This design comes from an exercise in tuning for small area on the open sky130 flow, not from production work. At most, simulation tests tie the RTL to the original design; equivalence was not proved.

## snake_top
module snake_top (
    input  logic        clk25,
    input  logic        rst_n,
    input  logic        key_strobe,
    input  logic [7:0]  key_code,
    input  logic        step,
    input  logic [19:0] pix,
    output logic [11:0] rgb,
    output logic [12:0] head,
    output logic [12:0] apple,
    output logic [6:0]  score,
    output logic        dead
);
    logic [2:0]  turn;
    logic        restart;
    logic [5:0]  apple_x, apple_y;
    logic [3:0]  sc;
    logic [15:0] lmask;
    logic [63:0] uvec, vvec;
    logic [1:0]  q;
    key_decode i_key_decode (
        .clk25      (clk25),
        .rst_n      (rst_n),
        .key_strobe (key_strobe),
        .key_code   (key_code),
        .turn       (turn),
        .restart    (restart)
    );
    snake_execute i_snake_execute (
        .clk25   (clk25),
        .rst_n   (rst_n),
        .step    (step),
        .turn    (turn),
        .restart (restart),
        .head    (head),
        .apple_x (apple_x),
        .apple_y (apple_y),
        .sc      (sc),
        .lmask   (lmask),
        .uvec    (uvec),
        .vvec    (vvec),
        .dead    (dead)
    );
    pixel_result i_pixel_result (
        .clk25   (clk25),
        .rst_n   (rst_n),
        .pix     (pix),
        .head    (head),
        .apple_x (apple_x),
        .apple_y (apple_y),
        .lmask   (lmask),
        .uvec    (uvec),
        .vvec    (vvec),
        .q       (q)
    );
    assign apple = {apple_y, 1'b0, apple_x};
    assign score = {3'b000, sc};
    assign rgb   = {{4{q[1] & q[0]}}, {4{q[1]}}, {4{q[0]}}};
endmodule
Size in the first run: about 1100 cells after synthesis, ~79 flip-flops.
Settings: LEC_CHECK=0, ABC_AREA=1, CAP_MARGIN=0, CORE_MARGIN=2, CORE_UTILIZATION=40, GPL_TIMING_DRIVEN=0, PLACE_DENSITY=0.6, SLEW_MARGIN=0; clock period 10.0 ns.
standard.sh (not shown) runs the stock make flow with config.mk's settings and CLKGATE_MAP_FILE= SYNTH_SCRIPT=/design/flow/synth_recipe.tcl, a recipe that flattens the netlist after the stock synthesis.
==> flow/flow/run.sh <==
#!/bin/bash
# ORFS layout through standard.sh, with these changes to how it is made:
#  - synthesis: ABC maps the pixel path (pix -> rgb registers) for delay and
#    everything else for area (abc_pix.script, abc_area.script, ABC_AREA 1);
#  - port buffers are buf_1 cells;
#  - CTS inserts no dummy loads and uses clkbuf_4/clkbuf_8 buffers.
set -uo pipefail
rm -rf scripts_mod
cp -r "$FLOW_HOME/scripts" scripts_mod
cp flow/abc_area.script flow/abc_pix.script scripts_mod/
python3 flow/patch_synth.py scripts_mod/synth.tcl > patch.log 2>&1 || exit 1
export SCRIPTS_DIR=$PWD/scripts_mod
export BUFFER_PORTS_ARGS="-buffer_cell sky130_fd_sc_hd__buf_1"
export CTS_ARGS="-sink_clustering_enable -repair_clock_nets -dont_use_dummy_load -buf_list {sky130_fd_sc_hd__clkbuf_4 sky130_fd_sc_hd__clkbuf_8} -root_buf sky130_fd_sc_hd__clkbuf_8"
bash standard.sh > standard.log 2>&1
==> flow/flow/abc_area.script <==
strash
dch
amap
topo
stime -c
==> flow/flow/abc_pix.script <==
strash
dch
map -D 2000
topo
==> flow/flow/patch_synth.py <==
# Patch a copy of ORFS's synth.tcl: map the logic in the pixel input's cone
# (pix -> rgb registers) with a delay-driven ABC script first, then the rest
# with the area script.
import sys
p = sys.argv[1]
s = open(p).read()
old = "  log_cmd abc {*}$abc_args\n"
new = '''  set a_pix [lreplace $abc_args 1 1 $::env(SCRIPTS_DIR)/abc_pix.script]
  select -set pixl w:pix %co* t:sky130_fd_sc_hd__* %d
  log_cmd abc {*}$a_pix @pixl
  select -clear
  log_cmd abc {*}$abc_args
'''
assert s.count(old) == 1
open(p, 'w').write(s.replace(old, new))
Edit:
--- a/flow/design.v
+++ b/flow/design.v
@@ -22,34 +22,29 @@
             8'h72:  key_dir = DIR_DOWN;
             8'h6B:  key_dir = DIR_LEFT;
             8'h74: key_dir = DIR_RIGHT;
             default:    is_arrow = 1'b0;
         endcase
     end
     assign is_restart = (key_code == 8'h29);
     always_ff @(posedge clk25 or negedge rst_n) begin
         if (!rst_n) begin
-            turn[2] <= 1'b0;
+            turn    <= {1'b0, DIR_RIGHT};
             restart <= 1'b0;
         end else begin
             restart <= key_strobe && is_restart;   
             if (key_strobe && is_arrow) begin
-                turn[2] <= 1'b1;
+                turn <= {1'b1, key_dir};
             end else if (key_strobe && is_restart) begin
                 turn[2] <= 1'b0;
             end
         end
     end
-    always_ff @(posedge clk25) begin
-        if (key_strobe && is_arrow) begin
-            turn[1:0] <= key_dir;
-        end
-    end
 endmodule
 `timescale 1ns/1ps
 module snake_execute (
     input  logic         clk25,
     input  logic         rst_n,
     input  logic         step,
     input  logic [2:0]   turn,      
     input  logic         restart,
     output logic [12:0]  head,
@@ -163,19 +158,19 @@
     assign x_en = move & dir[1];
     assign y_en = move & ~dir[1];
     always_comb begin
         x_c[0] = x_en;
         for (int k = 1; k < 7; k++) x_c[k] = x_c[k-1] & (head_x[k-1] ^ dn);
         y_c[0] = y_en;
         for (int k = 1; k < 6; k++) y_c[k] = y_c[k-1] & (head_y[k-1] ^ dn);
     end
     assign head_nxt = {head_y ^ y_c, head_x ^ x_c};
-    assign eat     = (head_x[5:0] == apple_x) && (head_y == apple_y);
+    assign eat     = (head_x == {1'b0, apple_x}) && (head_y == apple_y);
     assign grow    = eat && !(sc[3] && sc[2]);         
     assign turn_ok = turn[2] && (turn[1] != last_dir[1]);
     assign move    = step && !dead;
     logic x_wrap, y_wrap;
     assign x_wrap = &step_mod_x[5:1];
     assign y_wrap = step_mod_y[5] && step_mod_y[3] && step_mod_y[2] && step_mod_y[1];
     always_ff @(posedge clk25 or negedge rst_n) begin
         if (!rst_n) begin
             head       <= {6'd0, 7'd3};
Result:
- non-clock buffer count grows by 1
- sequential share of layout area barely changes
- maximum frequency falls by about 1.5%
- utilization decreases by 0.22 points
- area after synthesis hardly moves
- count of clock-buffer cells in the layout is unchanged
- wire length is about the same
- hold slack is better by 0.017 ns
Only the layout flow was run in the first run of this note; the RTL was not checked for function there.

what the ideal ports hide:
The flow's constraints put no driver on any port. The routed layouts listed below were extracted and timed again, unchanged, in two steps. Step 1 (the two cells are an assumption about what drives the block):
set clk [get_ports {clk25}]
set_driving_cell -lib_cell sky130_fd_sc_hd__clkbuf_16 $clk
set_driving_cell -lib_cell sky130_fd_sc_hd__buf_2 [delete_from_list [all_inputs] $clk]
Step 2, shift: input delay + t, output delay - t, t = (earliest + latest rising clock arrival at the registers) / 2. This alone moves slack from input paths to output paths. Three values: ideal, step 1, step 2; two values: the first two.
run	t, ns	setup slack, ns	worst setup path at the end	pins driven straight from the clock port
the first run	0.415	0.562 / 0.558 / 0.163	input to register	1
the second run	0.419	0.416 / 0.434 / 0.015	input to register	1
After both steps every run listed still meets setup and hold. The setup slack of the second run, which loses most, moves by +0.018 ns with the drivers and by -0.401 ns with both steps.
